Context: an optimization exercise on an open-source flow, tuned for small area and a short achievable clock period. The choices shown serve that exercise and are no tape-out recipe. In this exercise RTL edits were held to simulation tests only and were not proved equivalent to the original. Power is estimated from default activity; no workload was simulated.

==> flow/design.v (outline; a module is shown in full before it is edited, if it fits) <==
// module fma_unpack: 84 lines
// module fma_mac: 1288 lines
// module fma_add: 78 lines
// module fma_normalize: 108 lines
// module fma_round: 54 lines
// module fp32_fma: 68 lines
module fp32_fma (
    input  logic    clk,
    input  logic    rst_n,
    input  logic    in_valid,
    input  fma_pkg::fp32_t   a,
    input  fma_pkg::fp32_t   b,
    input  fma_pkg::fp32_t   c,
    input  fma_pkg::rmode_t  rm,
    output logic    out_valid,
    output fma_pkg::fp32_t   result,
    output fma_pkg::fflags_t flags
);
  // ...
==> flow/flow/run.sh <==
#!/bin/bash
set -euo pipefail
bash standard.sh "BUFFER_PORTS_ARGS=-buffer_cell sky130_fd_sc_hd__buf_2" finish > flow_make.log 2>&1
==> flow/standard.sh <==
#!/bin/bash
# synth_recipe.tcl (not shown) runs the flow's synth.tcl, then flattens the netlist and writes it again
# the make line also repeats each setting of config.mk as NAME=value (left out here)
make -C /OpenROAD-flow-scripts/flow DESIGN_CONFIG=/design/flow/config.mk WORK_HOME=/design/flow/orfs CLKGATE_MAP_FILE= SYNTH_SCRIPT=/design/flow/synth_recipe.tcl "${@:-finish}"
==> flow/config.mk <==
export PLATFORM = sky130hd
export DESIGN_NAME = fp32_fma
export DESIGN_NICKNAME = fp32_fma
export VERILOG_FILES = /design/flow/design.v
export SDC_FILE = /design/flow/constraint.sdc
export NUM_CORES = 4
export LEC_CHECK = 0
export CAP_MARGIN = 20
export CORE_MARGIN = 2
export CORE_UTILIZATION = 60
export CTS_BUF_LIST = sky130_fd_sc_hd__clkbuf_4 sky130_fd_sc_hd__clkbuf_8
export PLACE_DENSITY = 0.72
export SETUP_SLACK_MARGIN = 5
export SLEW_MARGIN = 20
==> flow/constraint.sdc <==
create_clock -name core_clock -period 10.5 [get_ports {clk}]
set_input_delay 2.1000 -clock core_clock [delete_from_list [all_inputs] [get_ports {clk}]]
set_output_delay 2.1000 -clock core_clock [all_outputs]
set_load 0.01 [all_outputs]
==> run notes, run 1 <==
- Run status: timing/DRC/antenna clean
- Slowest stage delay, CP: between 300 and 400 ps
- Commonest non-fill, non-tap cells in the layout: 412 x dfxtp_1, 322 x xor2_1, 312 x fa_1
- Pre-CTS setup slack: about 4600 ps
- Count leader, synth: dfxtp_1
- Termination of the worst setup path: result[30]
- Multi-input gate share of total cell area: 67.1%
- P_int: 7.79 mW
- Max reg flops: 76
- CTS Buffer Depth: 3
- Met1 WL: 49,800 microns
- Crit Reg-Reg Endpoint: u_mac.row_a[21]
- Largest area contributor in the netlist: dfxtp_1
- Die Width: ~260 microns
- Buf/Inv on CP: 1
- Hold buffer count at cts: 0
- Final setup fails: 0
- Sequential cell power: 3.25 mW
- Vias in the first global route: between 30k and 40k
- Biggest regs: u_add.mag_q (76), u_mac.row_a (51), u_mac.row_b (48)
- Clock network power: 1.73 mW
- Met2 wire length: 61,600 microns
- Crit path depth: 12
- Sequential cell area share: 20.3%
- Power Combinational: ~11 mW
- GR Util met1: 48.7%
- Final instance area: 0.0419 sq mm
- CTS clk-pin slew, worst paths: 60 ps
==> module fma_unpack, before the edit <==
module fma_unpack (
    input  logic            clk,
    input  logic            rst_n,
    input  logic            in_valid,
    input  fma_pkg::fp32_t  a,
    input  fma_pkg::fp32_t  b,
    input  fma_pkg::fp32_t  c,
    input  fma_pkg::rmode_t rm,
    output logic            out_valid,
    output logic [23:0]     ma_q,
    output logic [12:0]     b_one_q,
    output logic [11:0]     b_two_q,
    output logic [11:0]     b_neg_q,
    output logic [23:0]     mc_q,
    output logic signed [10:0] prod_expo_q,
    output logic [7:0]      ec_q,
    output logic            prod_zero_q,
    output logic            is_sub_q,
    output logic [7:0]      side_q
);
    logic [2:0] ezero, eones, fzero;
    logic [2:0] is_zero, is_inf, is_nan, is_snan;
    logic [23:0] ma, mb, mc;
    always_comb begin
        ezero = {c[30:23] == 8'h00, b[30:23] == 8'h00, a[30:23] == 8'h00};
        eones = {c[30:23] == 8'hff, b[30:23] == 8'hff, a[30:23] == 8'hff};
        fzero = {c[22:0] == 23'h0, b[22:0] == 23'h0, a[22:0] == 23'h0};
        is_zero = ezero & fzero;
        is_inf  = eones & fzero;
        is_nan  = eones & ~fzero;
        is_snan = is_nan & ~{c[22], b[22], a[22]};
        ma = {!ezero[0], a[22:0]};
        mb = {!ezero[1], b[22:0]};
        mc = {!ezero[2], c[22:0]};
    end
    logic prod_sign, is_sub, prod_inf, invalid, prod_zero;
    assign prod_sign = a[31] ^ b[31];
    assign is_sub    = prod_sign ^ c[31];
    assign prod_inf  = (is_inf[0] & !is_nan[1]) | (is_inf[1] & !is_nan[0]);
    assign invalid   = (|is_snan)
                     | (is_zero[0] & is_inf[1]) | (is_inf[0] & is_zero[1])
                     | (is_sub & prod_inf & is_inf[2]);
    assign prod_zero = is_zero[0] | is_zero[1];
    logic [8:0]         ea, eb, ec;
    logic signed [10:0] prod_expo;
    always_comb begin
        ea = {1'b0, a[30:24], a[23] | ezero[0]};
        eb = {1'b0, b[30:24], b[23] | ezero[1]};
        ec = {1'b0, c[30:24], c[23] | ezero[2]};
        prod_expo = 11'(ea) + 11'(eb) - 11'sd101;
    end
    logic [25:0] mbx;
    logic [12:0] b_one;
    logic [11:0] b_two, b_neg;
    always_comb begin
        mbx = {1'b0, mb, 1'b0};
        for (int j = 0; j < 12; j++) begin
            b_one[j] = mbx[2*j+1] ^ mbx[2*j];
            b_two[j] = (mbx[2*j+2] & !mbx[2*j+1] & !mbx[2*j])
                     | (!mbx[2*j+2] & mbx[2*j+1] & mbx[2*j]);
            b_neg[j] = mbx[2*j+2];
        end
        b_one[12] = mbx[24];
    end
    logic valid_q;
    always_ff @(posedge clk or negedge rst_n) begin
        if (!rst_n) valid_q <= 1'b0;
        else        valid_q <= in_valid;
    end
    assign out_valid = valid_q;
    always_ff @(posedge clk) begin
        ma_q        <= ma;
        b_one_q     <= b_one;
        b_two_q     <= b_two;
        b_neg_q     <= b_neg;
        mc_q        <= mc;
        prod_expo_q <= prod_expo;
        ec_q        <= ec[7:0];
        prod_zero_q <= prod_zero;
        is_sub_q    <= is_sub;
        side_q      <= {rm, prod_sign, (|is_nan) | invalid, |is_inf,
                        is_inf[2] ? c[31] : prod_sign, invalid};
    end
endmodule
==> module fma_add, before the edit <==
module fma_add (
    input  logic        clk,
    input  logic        rst_n,
    input  logic        in_valid,
    input  logic [50:0] row_a,
    input  logic [50:0] row_b,
    input  logic        s3,
    input  logic        sp,
    input  logic        kill,
    input  logic [75:51] x_hi,
    input  logic        is_sub,
    input  logic [fma_pkg::SIDE_W-1:0] side_in,
    output logic        out_valid,
    output logic [75:0] mag_q,
    output logic [9:0]  lim_hi_q,
    output logic [7:0]  lim_lo_q,
    output logic        sign_q,
    output logic        is_sub_q,
    output logic [fma_pkg::SIDE_W-1:0] side_q
);
    localparam int W = 77;
    logic [W-1:0] opa, opb;
    logic         b51, bup;
    assign b51 = kill ? s3 : !(s3 ^ sp);
    assign bup = !kill & !s3 & !sp;
    assign opa = {is_sub, x_hi, row_a};
    assign opb = {{25{bup}}, b51, row_b};
    logic [W-1:0] t, s;
    logic [W-1:0] gg [8];
    logic [W-1:0] pp [8];
    logic [W-1:0] hp;
    always_comb begin
        hp    = opa ^ opb;
        gg[0] = opa & opb;
        pp[0] = hp;
        for (int l = 0; l < 7; l++) begin
            for (int i = 0; i < W; i++) begin
                if ((i >> l) & 1) begin
                    gg[l+1][i] = gg[l][i] | (pp[l][i] & gg[l][((i >> l) << l) - 1]);
                    pp[l+1][i] = pp[l][i] & pp[l][((i >> l) << l) - 1];
                end else begin
                    gg[l+1][i] = gg[l][i];
                    pp[l+1][i] = pp[l][i];
                end
            end
        end
        t[0] = hp[0];
        s[0] = !hp[0];
        for (int i = 1; i < W; i++) begin
            t[i] = hp[i] ^ gg[7][i-1];
            s[i] = hp[i] ^ (gg[7][i-1] | pp[7][i-1]);
        end
    end
    logic        neg;
    logic [75:0] mag;
    logic [9:0]  e_anchor;
    logic [6:0]  q;
    logic        qv;
    assign neg      = is_sub & s[76];
    assign mag      = !is_sub ? t[75:0] : (s[76] ? ~t[75:0] : s[75:0]);
    assign e_anchor = side_in[17:8];
    assign qv = e_anchor >= 10'd1 && e_anchor <= 10'd76;
    assign q  = 7'(10'd76 - e_anchor);
    logic valid_q;
    always_ff @(posedge clk or negedge rst_n) begin
        if (!rst_n) valid_q <= 1'b0;
        else        valid_q <= in_valid;
    end
    assign out_valid = valid_q;
    always_ff @(posedge clk) begin
        mag_q    <= mag;
        for (int k = 0; k < 10; k++) lim_hi_q[k] <= qv && q[6:3] == 4'(k);
        for (int k = 0; k < 8; k++)  lim_lo_q[k] <= q[2:0] == 3'(k);
        sign_q   <= side_in[4] ^ neg;
        is_sub_q <= is_sub;
        side_q   <= side_in;
    end
endmodule
==> module fp32_fma, before the edit <==
module fp32_fma (
    input  logic    clk,
    input  logic    rst_n,
    input  logic    in_valid,
    input  fma_pkg::fp32_t   a,
    input  fma_pkg::fp32_t   b,
    input  fma_pkg::fp32_t   c,
    input  fma_pkg::rmode_t  rm,
    output logic    out_valid,
    output fma_pkg::fp32_t   result,
    output fma_pkg::fflags_t flags
);
    localparam int SW = fma_pkg::SIDE_W;
    logic        v1;
    logic [23:0] ma1, mc1;
    logic [12:0] b_one1;
    logic [11:0] b_two1, b_neg1;
    logic signed [10:0] prod_expo1;
    logic [7:0]  ec1;
    logic        prod_zero1, is_sub1;
    logic [7:0]  side1;
    logic        v2;
    logic [50:0] row_a2, row_b2;
    logic        s3_2, sp2, kill2;
    logic [75:51] x_hi2;
    logic        is_sub2;
    logic [SW-1:0] side2;
    logic        v3;
    logic [75:0] mag3;
    logic [9:0]  lim_hi3;
    logic [7:0]  lim_lo3;
    logic        sign3, is_sub3;
    logic [SW-1:0] side3;
    logic [24:0] frac4;
    logic        subnormal4, sticky4, zero4, huge4, e254_4, sign4;
    logic [7:0]  vexp4, side4;
    fma_unpack u_unpack (
        .clk(clk), .rst_n(rst_n), .in_valid(in_valid), .a(a), .b(b), .c(c), .rm(rm),
        .out_valid(v1), .ma_q(ma1), .b_one_q(b_one1), .b_two_q(b_two1), .b_neg_q(b_neg1),
        .mc_q(mc1), .prod_expo_q(prod_expo1), .ec_q(ec1), .prod_zero_q(prod_zero1),
        .is_sub_q(is_sub1), .side_q(side1)
    );
    fma_mac u_mac (
        .clk(clk), .rst_n(rst_n), .in_valid(v1), .ma(ma1), .b_one(b_one1), .b_two(b_two1),
        .b_neg(b_neg1), .mc(mc1), .prod_expo(prod_expo1), .ec(ec1), .prod_zero(prod_zero1),
        .is_sub(is_sub1),
        .side_in(side1), .out_valid(v2), .row_a(row_a2), .row_b(row_b2),
        .s3_q(s3_2), .sp_q(sp2), .kill_q(kill2),
        .x_hi(x_hi2), .is_sub_q(is_sub2), .side_q(side2)
    );
    fma_add u_add (
        .clk(clk), .rst_n(rst_n), .in_valid(v2), .row_a(row_a2), .row_b(row_b2),
        .s3(s3_2), .sp(sp2), .kill(kill2), .x_hi(x_hi2), .is_sub(is_sub2), .side_in(side2),
        .out_valid(v3), .mag_q(mag3), .lim_hi_q(lim_hi3), .lim_lo_q(lim_lo3),
        .sign_q(sign3), .is_sub_q(is_sub3), .side_q(side3)
    );
    fma_normalize u_normalize (
        .clk(clk), .rst_n(rst_n), .in_valid(v3), .mag(mag3), .lim_hi(lim_hi3),
        .lim_lo(lim_lo3), .sign(sign3), .is_sub(is_sub3), .side_in(side3),
        .out_valid(out_valid), .frac_q(frac4), .subnormal_q(subnormal4), .sticky_q(sticky4),
        .zero_q(zero4), .vexp_q(vexp4), .huge_q(huge4), .e254_q(e254_4), .sign_q(sign4),
        .side_q(side4)
    );
    fma_round u_round (
        .frac(frac4), .subnormal(subnormal4), .sticky(sticky4), .zero(zero4),
        .vexp(vexp4), .huge(huge4), .e254(e254_4), .sign(sign4), .side_in(side4), .result(result), .flags(flags)
    );
endmodule
==> run 2, diff against run 1 <==
--- a/flow/design.v
+++ b/flow/design.v
@@ -20,19 +20,20 @@
     input  fma_pkg::fp32_t  c,
     input  fma_pkg::rmode_t rm,
     output logic            out_valid,
     output logic [23:0]     ma_q,
     output logic [12:0]     b_one_q,
     output logic [11:0]     b_two_q,
     output logic [11:0]     b_neg_q,
     output logic [23:0]     mc_q,
-    output logic signed [10:0] prod_expo_q,
+    output logic signed [10:0] shift_q,
     output logic [7:0]      ec_q,
-    output logic            prod_zero_q,
+    output logic            kill_q,
+    output logic            psticky_q,
     output logic            is_sub_q,
     output logic [7:0]      side_q
 );
     logic [2:0] ezero, eones, fzero;
     logic [2:0] is_zero, is_inf, is_nan, is_snan;
     logic [23:0] ma, mb, mc;
     always_comb begin
         ezero = {c[30:23] == 8'h00, b[30:23] == 8'h00, a[30:23] == 8'h00};
@@ -50,22 +51,26 @@
     assign prod_sign = a[31] ^ b[31];
     assign is_sub    = prod_sign ^ c[31];
     assign prod_inf  = (is_inf[0] & !is_nan[1]) | (is_inf[1] & !is_nan[0]);
     assign invalid   = (|is_snan)
                      | (is_zero[0] & is_inf[1]) | (is_inf[0] & is_zero[1])
                      | (is_sub & prod_inf & is_inf[2]);
     assign prod_zero = is_zero[0] | is_zero[1];
     logic [8:0]         ea, eb, ec;
-    logic signed [10:0] prod_expo;
     always_comb begin
         ea = {1'b0, a[30:24], a[23] | ezero[0]};
         eb = {1'b0, b[30:24], b[23] | ezero[1]};
         ec = {1'b0, c[30:24], c[23] | ezero[2]};
-        prod_expo = 11'(ea) + 11'(eb) - 11'sd101;
+    end
+    logic signed [10:0] shift_full;
+    logic               kill;
+    always_comb begin
+        shift_full = 11'(ea) + 11'(eb) - 11'(ec) - 11'sd101;
+        kill       = prod_zero | shift_full[10];
     end
     logic [25:0] mbx;
     logic [12:0] b_one;
     logic [11:0] b_two, b_neg;
     always_comb begin
         mbx = {1'b0, mb, 1'b0};
         for (int j = 0; j < 12; j++) begin
             b_one[j] = mbx[2*j+1] ^ mbx[2*j];
@@ -82,59 +87,54 @@
     end
     assign out_valid = valid_q;
     always_ff @(posedge clk) begin
         ma_q        <= ma;
         b_one_q     <= b_one;
         b_two_q     <= b_two;
         b_neg_q     <= b_neg;
         mc_q        <= mc;
-        prod_expo_q <= prod_expo;
+        shift_q     <= shift_full;
         ec_q        <= ec[7:0];
-        prod_zero_q <= prod_zero;
+        kill_q      <= kill;
+        psticky_q   <= kill & !prod_zero;
         is_sub_q    <= is_sub;
         side_q      <= {rm, prod_sign, (|is_nan) | invalid, |is_inf,
                         is_inf[2] ? c[31] : prod_sign, invalid};
     end
 endmodule
 `timescale 1ns/1ps
 module fma_mac (
     input  logic        clk,
     input  logic        rst_n,
     input  logic        in_valid,
     input  logic [23:0] ma,
     input  logic [12:0] b_one,
     input  logic [11:0] b_two,
     input  logic [11:0] b_neg,
     input  logic [23:0] mc,
-    input  logic signed [10:0] prod_expo,
+    input  logic signed [10:0] shift_full,
     input  logic [7:0]  ec,
-    input  logic        prod_zero,
+    input  logic        kill,
+    input  logic        psticky,
     input  logic        is_sub,
     input  logic [7:0]  side_in,
     output logic        out_valid,
     output logic [50:0] row_a,
     output logic [50:0] row_b,
-    output logic        s3_q,
-    output logic        sp_q,
-    output logic        kill_q,
+    output logic        b51_q,
+    output logic        bup_q,
     output logic [75:51] x_hi,
     output logic        is_sub_q,
     output logic [fma_pkg::SIDE_W-1:0] side_q
 );
-    logic signed [10:0] shift_full;
-    logic               kill, psticky, big;
-    logic [9:0]         e_anchor;
-    always_comb begin
-        shift_full = prod_expo - 11'(ec);
-        kill       = prod_zero | shift_full[10];
-        psticky    = kill & !prod_zero;
-        big        = !shift_full[10] & (shift_full[9:7] != 3'b000);
-        e_anchor   = kill ? {2'b00, ec} : prod_expo[9:0];
-    end
+    logic       big;
+    logic [9:0] e_anchor;
+    assign big      = shift_full[9:7] != 3'b000;
+    assign e_anchor = kill ? {2'b00, ec} : shift_full[9:0] + {2'b00, ec};
     logic [25:0] ma_ext;
     logic [24:0] pp [12];
     logic [23:0] pp12;
     logic [11:0] neg;
     logic [74:0] aligned;
     logic        asticky;
     logic [75:0] x;
     assign ma_ext = {1'b0, ma, 1'b0};
@@ -1371,50 +1371,45 @@
     always_ff @(posedge clk or negedge rst_n) begin
         if (!rst_n) valid_q <= 1'b0;
         else        valid_q <= in_valid;
     end
     assign out_valid = valid_q;
     always_ff @(posedge clk) begin
         row_a    <= fs;
         row_b    <= fc[50:0];
-        s3_q     <= fc[51];
-        sp_q     <= sp;
-        kill_q   <= kill;
+        b51_q    <= kill ? fc[51] : !(fc[51] ^ sp);
+        bup_q    <= !kill & !fc[51] & !sp;
         x_hi     <= x[75:51];
         is_sub_q <= is_sub;
         side_q   <= {e_anchor, side_in};
     end
 endmodule
 `timescale 1ns/1ps
 module fma_add (
     input  logic        clk,
     input  logic        rst_n,
     input  logic        in_valid,
     input  logic [50:0] row_a,
     input  logic [50:0] row_b,
-    input  logic        s3,
-    input  logic        sp,
-    input  logic        kill,
+    input  logic        b51,
+    input  logic        bup,
     input  logic [75:51] x_hi,
     input  logic        is_sub,
     input  logic [fma_pkg::SIDE_W-1:0] side_in,
     output logic        out_valid,
     output logic [75:0] mag_q,
     output logic [9:0]  lim_hi_q,
     output logic [7:0]  lim_lo_q,
     output logic        sign_q,
     output logic        is_sub_q,
     output logic [fma_pkg::SIDE_W-1:0] side_q
 );
     localparam int W = 77;
     logic [W-1:0] opa, opb;
-    logic         b51, bup;
-    assign b51 = kill ? s3 : !(s3 ^ sp);
-    assign bup = !kill & !s3 & !sp;
     assign opa = {is_sub, x_hi, row_a};
     assign opb = {{25{bup}}, b51, row_b};
     logic [W-1:0] t, s;
     logic [W-1:0] gg [8];
     logic [W-1:0] pp [8];
     logic [W-1:0] hp;
     always_comb begin
         hp    = opa ^ opb;
@@ -1639,52 +1634,54 @@
     output fma_pkg::fp32_t   result,
     output fma_pkg::fflags_t flags
 );
     localparam int SW = fma_pkg::SIDE_W;
     logic        v1;
     logic [23:0] ma1, mc1;
     logic [12:0] b_one1;
     logic [11:0] b_two1, b_neg1;
-    logic signed [10:0] prod_expo1;
+    logic signed [10:0] shift1;
     logic [7:0]  ec1;
-    logic        prod_zero1, is_sub1;
+    logic        kill1, psticky1, is_sub1;
     logic [7:0]  side1;
     logic        v2;
     logic [50:0] row_a2, row_b2;
-    logic        s3_2, sp2, kill2;
+    logic        b51_2, bup2;
     logic [75:51] x_hi2;
     logic        is_sub2;
     logic [SW-1:0] side2;
     logic        v3;
     logic [75:0] mag3;
     logic [9:0]  lim_hi3;
     logic [7:0]  lim_lo3;
     logic        sign3, is_sub3;
     logic [SW-1:0] side3;
     logic [24:0] frac4;
     logic        subnormal4, sticky4, zero4, huge4, e254_4, sign4;
     logic [7:0]  vexp4, side4;
     fma_unpack u_unpack (
         .clk(clk), .rst_n(rst_n), .in_valid(in_valid), .a(a), .b(b), .c(c), .rm(rm),
         .out_valid(v1), .ma_q(ma1), .b_one_q(b_one1), .b_two_q(b_two1), .b_neg_q(b_neg1),
-        .mc_q(mc1), .prod_expo_q(prod_expo1), .ec_q(ec1), .prod_zero_q(prod_zero1),
+        .mc_q(mc1), .shift_q(shift1), .ec_q(ec1), .kill_q(kill1),
+        .psticky_q(psticky1),
         .is_sub_q(is_sub1), .side_q(side1)
     );
     fma_mac u_mac (
         .clk(clk), .rst_n(rst_n), .in_valid(v1), .ma(ma1), .b_one(b_one1), .b_two(b_two1),
-        .b_neg(b_neg1), .mc(mc1), .prod_expo(prod_expo1), .ec(ec1), .prod_zero(prod_zero1),
+        .b_neg(b_neg1), .mc(mc1), .shift_full(shift1), .ec(ec1), .kill(kill1),
+        .psticky(psticky1),
         .is_sub(is_sub1),
         .side_in(side1), .out_valid(v2), .row_a(row_a2), .row_b(row_b2),
-        .s3_q(s3_2), .sp_q(sp2), .kill_q(kill2),
+        .b51_q(b51_2), .bup_q(bup2),
         .x_hi(x_hi2), .is_sub_q(is_sub2), .side_q(side2)
     );
     fma_add u_add (
         .clk(clk), .rst_n(rst_n), .in_valid(v2), .row_a(row_a2), .row_b(row_b2),
-        .s3(s3_2), .sp(sp2), .kill(kill2), .x_hi(x_hi2), .is_sub(is_sub2), .side_in(side2),
+        .b51(b51_2), .bup(bup2), .x_hi(x_hi2), .is_sub(is_sub2), .side_in(side2),
         .out_valid(v3), .mag_q(mag3), .lim_hi_q(lim_hi3), .lim_lo_q(lim_lo3),
         .sign_q(sign3), .is_sub_q(is_sub3), .side_q(side3)
     );
     fma_normalize u_normalize (
         .clk(clk), .rst_n(rst_n), .in_valid(v3), .mag(mag3), .lim_hi(lim_hi3),
         .lim_lo(lim_lo3), .sign(sign3), .is_sub(is_sub3), .side_in(side3),
         .out_valid(out_valid), .frac_q(frac4), .subnormal_q(subnormal4), .sticky_q(sticky4),
         .zero_q(zero4), .vexp_q(vexp4), .huge_q(huge4), .e254_q(e254_4), .sign_q(sign4),
==> run 2 against run 1 <==
  * Synthesized area down 0.64%
  * Global-route usage down 0.54 points
  * Via count up 0.59%
  * First-iteration DRC count down 3.4%
  * Setup slack worse by 85 ps
  * Cell area down 0.92%
  * Largest power group unchanged
  * Critical path type is now reg -> reg
  * Wire length down 1.2%
  * Clock skew down 1.7 ps
  * Non-clock buffer count down 13
  * Count of clock-buffer cells in the layout up 1
  * Still clean on timing, DRC and antenna
  * Power down 17%
==> run notes, run 2 <==
- Run status: timing/DRC/antenna clean
- Sw frac: 49.0%
- H-tree depth: 3
- Leak: 17.3 nW
- Max Freq: 187 MHz
- Vias in the first global route: 33.9k (-1.3%)
- Initial antenna violation count: 2
- Die Width: 258 microns (-0.32%)
- Post-synthesis compound-gate area fraction: around a fifth
- Die height: ~260 microns
- Req. time, crit path: 11,040 ps
- Post-synth top flop: dfxtp_1
- CP cell instances: o21ai_0 > and4_1 > and4_2 > nand2_1 > buf_4 > nor2_4 > inv_2 > o211ai_4 > buf_4 > inv_4 > a31oi_1 > nor2b_1 > a311o_1 > a2111oi_0 > and4_1 > nand4_1
- Commonest non-fill, non-tap cells in the layout: 411 x dfxtp_1, 324 x xor2_1, 313 x fa_1
- Avg Inst Size Synth: 8.74 sq um
- Register bit total from synthesis: 423
- Final net count: 4,954
- Pre-CTS setup slack: 4970 ps (+393 ps)
- Share of cells above drive strength 1: between 10% and 20%
- RSZ-0062 raised after global routing: no
- Final hold viol count: 0
- Synth Area in XOR/XNOR: 12.1%
- Biggest regs: u_add.mag_q (76), u_mac.row_a (51), u_mac.row_b (48)
- Fill cells: 5,416
- CTS clk-pin slew, worst paths: 60 ps (about the same)
- Antenna-violating nets left: 0
- Ports: 140
- Switching power: between 6 and 7 mW
- Total power draw: 13.1 mW
- Clk_skew: 57.8 ps
- Max reg flops: 76 (unchanged)
- Yosys warns: 16
- Iteration-0 DRC Markers: 4,325
- Asr flop ratio synth: less than 1%
- Clock power share: 13.1%
- CTS Buffer Depth: 3 (unchanged)
- DP HPWL: 96,200 microns
- Worst-margin pin slew: ~1100 ps
- Hold Path Class: reg -> reg
- Num CTS Buffers: 73
- Largest cells by area after synthesis: dfxtp_1 22%, fa_1 16%, xor2_1 7.3%
- Slowest stage delay, CP: 550 ps (+190 ps)
- Post-synth top cells: 419 x dfxtp_1, 324 x xor2_1, 313 x fa_1, 298 x a22oi_1, 283 x nand2_1
- Core Area: 0.0640 sq mm
- Setup WS post-layout: 5150 ps
- Starting density of the core: 60.4%
- Post-synth top area share: 21.7%
- Largest area contributor in the netlist: dfxtp_1
- Core Util, Final: 64.8%
- Net count after synthesis: ~5k
- GRT Total Usage: 39.1%
- IO Port Bufs: 138
- Max cap viols: 0
- Adder-cell area share of the yosys netlist: 21.5%
- Area Growth Syn to Fin: 7.40%
- Mux contribution to synthesized area: 4.83%
- P_int: 6.69 mW (-14%)
- Setup TNS: 0 ps
- Simple-gate area share of the yosys netlist: 13.3%
- Share of the yosys chip area belonging to registers: a little over a fifth
- Final worst path period share: roughly 51%
- Row Count: 93
- Slew margin rel.: 26.0%
- Full die area: 0.0664 sq mm
- EDFF count, synth: 0
- Cells after Synth: around 4.4k
- Routed WL: 132,000 microns
- Clock Latency Late Sink: ~710 ps
- Max VDD drop: 0.144 mV
- Largest net degree at the start of global routing: 104
- CP arrival: 5890 ps
- Mapped Area: 0.0386 sq mm
- Critical path class: reg -> reg
- CTS tree: built
- Via density: 6.58
- R2R Setup Slk: a little over 5000 ps
- Post-synth cell types: 90
- Clock sinks: 423
- Grt total ovfl: 0
- Root Driver: clkbuf_8
- Final worst path period need: 5350 ps
- Count leader, synth: dfxtp_1
- Logic pwr share: 63.0%
- Commonest non-fill, non-tap cell in the layout: dfxtp_1
- Slowest CP cell: dfxtp_1
- Buf/Inv on CP: 4 (+3)
- CP top delay family: compound AO/OA/AOI/OAI gates
- Detailed-route DRC error count: 0
- First-pass DRT Iterations: 9
- Crit start category: register
- First-pass GRT wire length: about 200,000 microns
- Final Max Slew Viols: 0
- Sequential power share: a little under a quarter
- Endpoint class of the critical path: register
- WL/cell: 24.9 microns
- Biggest register: u_add.mag_q
- Crit Path Max Fanout: 51
- GPL Wtd Cong: just over 1
- Largest family of logic cells by synthesized area: adder cells
- Vias: 34.8k
- Power per cell area: 316 mW/mm^2
- Final setup fails: 0 (unchanged)
-- run 2: cell types whose count changed in the layout (fill, tap and decap cells not counted), sizes merged, moves of 13 or more --
cell / previous run / this run
mux2: 53 / 30
mux2i: 145 / 128
o31ai: 32 / 19
buf: 235 / 221
o21ai: 182 / 231
a211oi: 38 / 24
a21oi: 222 / 246
o22ai: 25 / 47
nand4: 69 / 55
a21o: 59 / 37
or2: 15 / 96
nand2b: 110 / 40
ha: 148 / 163
-- run 2: cell families after synthesis --
logic type | count (synthesis)
mux | 169
xor+xnor | 533
other cells | 1
simple gates | 1026
compound gates | 1176
flops | 423
buf+inv | 614
fa+ha+maj | 476
-- run 2: power by group through the flow --
stage,registers [mW],logic (mW),clock network (mW)
2_1_floorplan,2.58,5.98,0
3_3_place_gp,3.09,7.98,0
3_5_place_dp,3.09,8.10,0
4_1_cts,3.06,8.12,1.74
5_1_grt,3.15,9.17,1.82
6_report,3.13,8.27,1.72
-- run 2: cell type report --
type,instances,area (sq um),area share [%]
diodes,2,5.00,0.0121
clock buffers,101,1320,3.18
clock inverters,29,372,0.896
inverters,274,1040,2.50
multi-input cells,3381,27900,67.1
flip-flops and latches,423,8500,20.5
well taps,855,1070,2.58
repair buffers,222,1320,3.18
repair inverters,1,5.00,0.0121
-- run 2: final timing paths --
kind | start | cells past startpoint | endpoint
setup / recovery | u_add.lim_lo_q[1] | 16 | u_normalize.sticky_q
hold / removal | u_unpack.side_q[7] | 0 | u_mac.side_q[7]
max in group asynchronous | rst_n | 1 | u_unpack.valid_q
setup reg to reg | u_add.lim_lo_q[1] | 16 | u_normalize.sticky_q
min in group asynchronous | rst_n | 1 | u_add.valid_q
hold reg to reg | u_unpack.side_q[7] | 0 | u_mac.side_q[7]
-- run 2: layer usage --
metal  track usage (%)  up-vias  share of wire (%)
li1                  -    15400                  -
met1              49.7    16500                 38
met2              61.8     2345                 45
met3              9.28      542                 11
met4              21.0        2                6.2
met5                 0        -             0.0099
-- run 2: metrics by stage --
stage	area, sq um	cells	hold slack, ps
2_1_floorplan	38600	4418	310
3_3_place_gp	39700	5152	311
3_5_place_dp	39700	5152	312
4_1_cts	41400	5283	326
5_1_grt	41500	5287	335
6_report	41500	5288	325
-- run 2: timing repair --
item                       in CTS  in global routing
hold buffers                    0                  0
gates resized for setup         6                 12
setup endpoints to repair      12                 10
buffers inserted                1                  1
pin swaps                       1                  1
gates cloned                    0                  1
==> module fma_normalize, before the edit <==
module fma_normalize (
    input  logic        clk,
    input  logic        rst_n,
    input  logic        in_valid,
    input  logic [75:0] mag,
    input  logic [9:0]  lim_hi,
    input  logic [7:0]  lim_lo,
    input  logic        sign,
    input  logic        is_sub,
    input  logic [fma_pkg::SIDE_W-1:0] side_in,
    output logic        out_valid,
    output logic [24:0] frac_q,
    output logic        subnormal_q,
    output logic        sticky_q,
    output logic        zero_q,
    output logic [7:0]  vexp_q,
    output logic        huge_q,
    output logic        e254_q,
    output logic        sign_q,
    output logic [7:0]  side_q
);
    logic [127:0] lzin;
    logic [6:0]   lz;
    always_comb begin
        lzin = '0;
        for (int i = 0; i < 76; i++) lzin[i + 52] = mag[i] | (lim_hi[i >> 3] & lim_lo[i & 7]);
        lzin[51] = 1'b1;
    end
    logic [63:0]  v1;  logic [0:0] c1 [64];
    logic [31:0]  v2;  logic [1:0] c2 [32];
    logic [15:0]  v3;  logic [2:0] c3 [16];
    logic [7:0]   v4;  logic [3:0] c4 [8];
    logic [3:0]   v5;  logic [4:0] c5 [4];
    logic [1:0]   v6;  logic [5:0] c6 [2];
    always_comb begin
        for (int i = 0; i < 64; i++) begin
            v1[i] = lzin[2*i+1] | lzin[2*i];
            c1[i] = !lzin[2*i+1];
        end
        for (int i = 0; i < 32; i++) begin
            v2[i] = v1[2*i+1] | v1[2*i];
            c2[i] = v1[2*i+1] ? {1'b0, c1[2*i+1]} : {1'b1, c1[2*i]};
        end
        for (int i = 0; i < 16; i++) begin
            v3[i] = v2[2*i+1] | v2[2*i];
            c3[i] = v2[2*i+1] ? {1'b0, c2[2*i+1]} : {1'b1, c2[2*i]};
        end
        for (int i = 0; i < 8; i++) begin
            v4[i] = v3[2*i+1] | v3[2*i];
            c4[i] = v3[2*i+1] ? {1'b0, c3[2*i+1]} : {1'b1, c3[2*i]};
        end
        for (int i = 0; i < 4; i++) begin
            v5[i] = v4[2*i+1] | v4[2*i];
            c5[i] = v4[2*i+1] ? {1'b0, c4[2*i+1]} : {1'b1, c4[2*i]};
        end
        for (int i = 0; i < 2; i++) begin
            v6[i] = v5[2*i+1] | v5[2*i];
            c6[i] = v5[2*i+1] ? {1'b0, c5[2*i+1]} : {1'b1, c5[2*i]};
        end
        lz = v6[1] ? {1'b0, c6[1]} : {1'b1, c6[0]};
    end
    logic sticky, zero;
    always_comb begin
        sticky = 1'b0;
        for (int i = 0; i < 50; i++) sticky = sticky | (mag[i] & (lz < 7'(50 - i)));
        zero = mag == 76'h0;
    end
    logic [75:0]        nrm;
    logic [9:0]         e_anchor;
    logic signed [10:0] vexp;
    logic [75:0] ns [8];
    always_comb begin
        ns[0] = mag;
        for (int k = 0; k < 7; k++) begin
            ns[k+1] = lz[6-k] ? (ns[k] << (64 >> k)) : ns[k];
        end
        nrm = ns[7];
    end
    fma_pkg::rmode_t rm;
    assign rm       = side_in[7:5];
    assign e_anchor = side_in[17:8];
    assign vexp     = 11'(e_anchor) - 11'(lz);
    logic signed [10:0] lz_huge, lz_254;
    logic               huge, e254;
    assign lz_huge = 11'(e_anchor) - 11'sd255;    
    assign lz_254  = 11'(e_anchor) - 11'sd254;    
    assign huge    = !lz_huge[10] && (lz_huge[9:7] != 3'b000 || lz_huge[6:0] >= lz);
    assign e254    = !lz_254[10] && lz_254[9:7] == 3'b000 && lz_254[6:0] == lz;
    logic valid_q;
    always_ff @(posedge clk or negedge rst_n) begin
        if (!rst_n) valid_q <= 1'b0;
        else        valid_q <= in_valid;
    end
    assign out_valid = valid_q;
    always_ff @(posedge clk) begin
        frac_q      <= nrm[74:50];
        subnormal_q <= !nrm[75];
        sticky_q    <= sticky;
        zero_q      <= zero;
        vexp_q      <= vexp[7:0];
        huge_q      <= huge;
        e254_q      <= e254;
        sign_q      <= sign;
        side_q      <= {rm == fma_pkg::RM_RNE, rm == fma_pkg::RM_RMM,
                        (rm == fma_pkg::RM_RDN && sign) || (rm == fma_pkg::RM_RUP && !sign),
                        is_sub ? rm == fma_pkg::RM_RDN : side_in[4], side_in[3:0]};
    end
endmodule
==> run 3, diff against run 2 <==
--- a/flow/design.v
+++ b/flow/design.v
@@ -1520,10 +1520,47 @@
         lz = v6[1] ? {1'b0, c6[1]} : {1'b1, c6[0]};
     end
-    logic sticky, zero;
+    logic [127:0] tzin;
+    logic [6:0]   tz;
+    logic [63:0]  w1;  logic [0:0] d1 [64];
+    logic [31:0]  w2;  logic [1:0] d2 [32];
+    logic [15:0]  w3;  logic [2:0] d3 [16];
+    logic [7:0]   w4;  logic [3:0] d4 [8];
+    logic [3:0]   w5;  logic [4:0] d5 [4];
+    logic [1:0]   w6;  logic [5:0] d6 [2];
     always_comb begin
-        sticky = 1'b0;
-        for (int i = 0; i < 50; i++) sticky = sticky | (mag[i] & (lz < 7'(50 - i)));
-        zero = mag == 76'h0;
+        tzin = '0;
+        tzin[75:0] = mag;
+        tzin[76]   = 1'b1;
+        for (int i = 0; i < 64; i++) begin
+            w1[i] = tzin[2*i+1] | tzin[2*i];
+            d1[i] = !tzin[2*i];
+        end
+        for (int i = 0; i < 32; i++) begin
+            w2[i] = w1[2*i+1] | w1[2*i];
+            d2[i] = w1[2*i] ? {1'b0, d1[2*i]} : {1'b1, d1[2*i+1]};
+        end
+        for (int i = 0; i < 16; i++) begin
+            w3[i] = w2[2*i+1] | w2[2*i];
+            d3[i] = w2[2*i] ? {1'b0, d2[2*i]} : {1'b1, d2[2*i+1]};
+        end
+        for (int i = 0; i < 8; i++) begin
+            w4[i] = w3[2*i+1] | w3[2*i];
+            d4[i] = w3[2*i] ? {1'b0, d3[2*i]} : {1'b1, d3[2*i+1]};
+        end
+        for (int i = 0; i < 4; i++) begin
+            w5[i] = w4[2*i+1] | w4[2*i];
+            d5[i] = w4[2*i] ? {1'b0, d4[2*i]} : {1'b1, d4[2*i+1]};
+        end
+        for (int i = 0; i < 2; i++) begin
+            w6[i] = w5[2*i+1] | w5[2*i];
+            d6[i] = w5[2*i] ? {1'b0, d5[2*i]} : {1'b1, d5[2*i+1]};
+        end
+        tz = w6[0] ? {1'b0, d6[0]} : {1'b1, d6[1]};
     end
+    logic [7:0] tz_room;
+    logic       sticky, zero;
+    assign tz_room = 8'd50 - 8'(tz);           
+    assign sticky  = !tz_room[7] && tz_room != 8'd0 && 8'(lz) < tz_room;
+    assign zero    = tz == 7'd76;
     logic [75:0]        nrm;
     logic [9:0]         e_anchor;
==> run 3 against run 2 <==
  * Wire length is 8.7% higher
  * Sequential share of layout area shrank 0.90 points
  * Flip-flop and latch count stayed put
  * Maximum frequency increased by 0.49%
  * Global-route usage increased by 1.5 points
  * Hold slack is essentially flat
  * Count of clock-buffer cells in the layout grew 2
  * First-iteration DRC count is 20% higher
  * Largest power group unchanged
==> run notes, run 3 <==
- Run status: timing/DRC/antenna clean
- Avg Inst Size Synth: 8.68 sq um (-0.68%)
- First-pass GRT wire length: 219,000 microns (+8.4%)
- Final worst path period need: 5330 ps (-26.1 ps)
- Clk_skew: 64.2 ps (+6.47 ps)
- Setup WS post-layout: 5170 ps (+26.1 ps)
- Pre-CTS setup slack: 4870 ps (-101 ps)
- Via density: 6.71 (+2.0%)
- Post-synth cell types: 101 (+12%)
- Core Area: 0.0670 sq mm (+4.8%)
- Commonest non-fill, non-tap cell in the layout: dfxtp_1
- Placed insts: 5,417 (+5.1%)
- Largest cells by area after synthesis: dfxtp_1 21%, fa_1 15%, xor2_1 6.6%
- CTS Buffer Depth: 3 (unchanged)
- Area Growth Syn to Fin: 7.00%
- Sequential power share: 22.6% (-1.3 points)
- CTS clk-pin slew, worst paths: 70 ps (about the same)
- Biggest register: u_add.mag_q
- Crit start category: register
- Total power draw: 13.9 mW (+6.2%)
- Biggest regs: u_add.mag_q (76), u_mac.row_a (51), u_mac.row_b (48)
- Max VDD drop: 0.163 mV (+13%)
- Mapped Area: 0.0405 sq mm (+5.0%)
- Iteration-0 DRC Markers: 5,196 (+20%)
- Worst-margin pin slew: 1150 ps (+41.7 ps)
- CTS tree: built
- Slew margin rel.: 23.2% (-2.8 points)
- Cells after Synth: 4,669 (+5.7%)
- Routing usage on met3: 8.72% (-0.55 points)
- Final hold slack: 326 ps (+0.468 ps)
- Clock sinks: 423 (unchanged)
- Max Freq: 188 MHz (+0.49%)
- Commonest non-fill, non-tap cells in the layout: 413 x dfxtp_1, 318 x a22oi_1, 313 x fa_1
- Post-synth top cells: 419 x dfxtp_1, 318 x a22oi_1, 313 x fa_1, 305 x xor2_1, 294 x inv_1
- Fin cells: 5,557 (+5.1%)
- Core Util, Final: 64.7% (-0.11 points)
- Max cap viols: 0 (unchanged)
- Vias in the first global route: 36.6k (+7.8%)
- Clock Latency Late Sink: 720 ps (about the same)
- Post-synth top area share: 20.7% (-1.0 points)
- Busiest layer in global routing: met2
- Clock power share: 12.0% (-1.1 points)
- Max reg flops: 76 (unchanged)
- Ports: 140 (unchanged)
- First-pass DRT Iterations: 7 (-2)
- Final hold viol count: 0 (unchanged)
- IO Port Bufs: 138 (unchanged)
- Vias: 37.3k (+7.2%)
- Leak: 17.8 nW (+2.8%)
- GPL Wtd Cong: 1.08 (+4.8%)
- Hold buffer count at cts: 0 (unchanged)
- Routed WL: 143,000 microns (+8.7%)
- Final net count: 5,211 (+5.2%)
- Endpoint class of the critical path: output pin
- Count leader, synth: dfxtp_1
- Final Max Slew Viols: 0 (unchanged)
- Antenna-violating nets left: 0 (unchanged)
- Logic pwr share: 65.4% (+2.4 points)
- Req. time, crit path: 8400 ps (-2640 ps)
- Setup TNS: 0 ps (unchanged)
- Crit Path Max Fanout: 5 (-90%)
- Starting density of the core: 60.5% (+0.12 points)
- Register bit total from synthesis: 423 (unchanged)
- Num CTS Buffers: 72 (-1.4%)
- Final instance area: 0.0434 sq mm (+4.6%)
- GR Util met1: 49.5% (-0.17 points)
- CP arrival: 3230 ps (-2660 ps)
- Share of cells above drive strength 1: 12.7% (+0.46 points)
- DP HPWL: 105,000 microns (+8.7%)
- GRT Total Usage: 40.6% (+1.5 points)
- Critical path class: reg -> out
- Met2 Usage GRT: 65.9% (+4.1 points)
- H-tree depth: 3 (unchanged)
- Detailed-route DRC error count: 0 (unchanged)
- Sw frac: 50.0% (+0.99 points)
- Largest area contributor in the netlist: dfxtp_1
- DP Area: 0.0417 sq mm (+4.9%)
- Initial antenna violation count: 6 (+4)
- Grt total ovfl: 0 (unchanged)
- Die height: 264 microns (+2.4%)
- Net count after synthesis: 5,256 (+5.2%)
- Asr flop ratio synth: 0.946% (unchanged)
- Switching power: 6.97 mW (+8.4%)
- Final setup fails: 0 (unchanged)
- Share of the yosys chip area belonging to registers: 20.9% (-1.0 points)
- Yosys warns: 22 (+6)
- Power per cell area: 321 mW/mm^2 (+1.6%)
- Final worst path period share: 50.7% (-0.25 points)
- Hold Path Class: reg -> reg
- WL/cell: 25.8 microns (+3.5%)
- Row Count: 95 (+2.2%)
- Full die area: 0.0697 sq mm (+4.9%)
- P_int: 6.97 mW (+4.2%)
- Root Driver: clkbuf_8
- RSZ-0062 raised after global routing: no
- Largest net degree at the start of global routing: 92 (-12%)
- Die Width: 264 microns (+2.4%)
- EDFF count, synth: 0 (unchanged)
- Post-synth top flop: dfxtp_1
## run 3: changes by cell type after synthesis, sizes merged, moves of 15 or more
cell    previous run  this run
a31oi             43        59
a22oi            298       318
nand2            284       257
xor2             324       305
clkbuf           269       286
mux2              30        50
o21ai            231       204
xnor2            209       229
inv              273       299
nand3             69        84
nor2             226       279
## run 3: final timing paths
kind	to	slack [ps]	cells past startpoint	startpoint
setup / recovery	result[22]	5170	11	u_normalize.sticky_q
hold / removal	u_mac.side_q[4]	330	0	u_unpack.side_q[4]
setup reg to reg	u_normalize.frac_q[9]	5260	12	u_add.lim_lo_q[1]
hold reg to reg	u_mac.side_q[4]	330	0	u_unpack.side_q[4]
max in group asynchronous	u_unpack.valid_q	9190	1	rst_n
min in group asynchronous	u_add.valid_q	1180	1	rst_n
## run 3: cell type report
cell class / count / area, sq um
multi-input combinational: 3589 / 29600
fill: 5744 / 23700
sequential: 423 / 8500
timing repair buffer: 234 / 1410
clock buffer: 103 / 1310
inverter: 304 / 1150
tap: 873 / 1090
clock inverter: 27 / 325
antenna: 4 / 10.0
## run 3: power groups by stage
| stage | registers (mW) | clock network, mW | logic [mW] |
|---|---|---|---|
| after floorplan | 2.59 | 0 | 6.47 |
| after global placement | 3.13 | 0 | 8.74 |
| after detailed placement | 3.13 | 0 | 8.85 |
| after CTS | 3.09 | 1.70 | 8.88 |
| after global routing | 3.17 | 1.78 | 10.1 |
| final | 3.16 | 1.67 | 9.11 |
## run 3: kinds of logic (layout without fill, tap and decap cells)
family	after synthesis	after routing	share of synthesized area, %
other	1	5	0.00925
multiplexers	190	190	5.15
flip-flops	423	423	20.9
AO/OA/AOI/OAI	1267	1267	21.3
adder cells (fa/ha/maj)	485	485	20.8
XOR/XNOR	534	534	11.5
AND/OR/NAND/NOR	1112	1112	13.9
buffers and inverters	657	668	6.32
## run 3: critical path: stages (launching register included)
cell and delay, ps:
dfxtp_4 420, o31a_1 140, o21ai_0 120, a21oi_2 280
nand4_1 220, or2_2 390, nor2_2 210, nand3_1 130
xnor2_1 240, a2bb2oi_1 110, o21bai_1 110, buf_2 140
## run 3: routing by layer
metal  vias up  routed length, microns
li1      16500                       -
met1     17700                   52700
met2      2527                   65700
met3       603                   14800
met4         4                    9940
met5         -                      46
## run 3: repair_timing
action / CTS / global route
setup endpoints to repair: 11 / 15
pin swaps: 0 / 4
gates resized for setup: 2 / 9
setup buffers: 0 / 6

## port drivers added, routing unchanged
The results above use ideal ports. As a check the final layouts listed here were re-extracted and re-timed, cells and wires unchanged.
Step 1: set_driving_cell puts a clkbuf_16 on clk and a buf_2 on each other input, an assumption about the parent block.
Step 2 adds t to the input delays and takes it off the output delays; t is the mean of the earliest and latest rising clock arrival at the registers after step 1. Input paths then give back, and output paths get back, about the clock's delay inside the block.
a / b / c = ideal / step 1 / step 2; a / b = the first two.
run	shift t [ns]	slack for setup (ns)	clock arrival spread, ns	worst register clock-pin slew, ns	worst data-port slew with drivers (ns)
run 1	0.749	5.232 / 5.163 / 5.259	0.060 / 0.060	0.07 / 0.07	0.04
run 2	0.740	5.147 / 5.147 / 5.140	0.058 / 0.059	0.08 / 0.08	0.04
run 3	0.760	5.173 / 5.104 / 4.869	0.065 / 0.064	0.07 / 0.07	0.04
After both steps setup and hold are still met in every run listed. For run 3, which loses most, drivers alone change the setup slack by -0.069 ns; drivers and shift together by -0.304 ns.
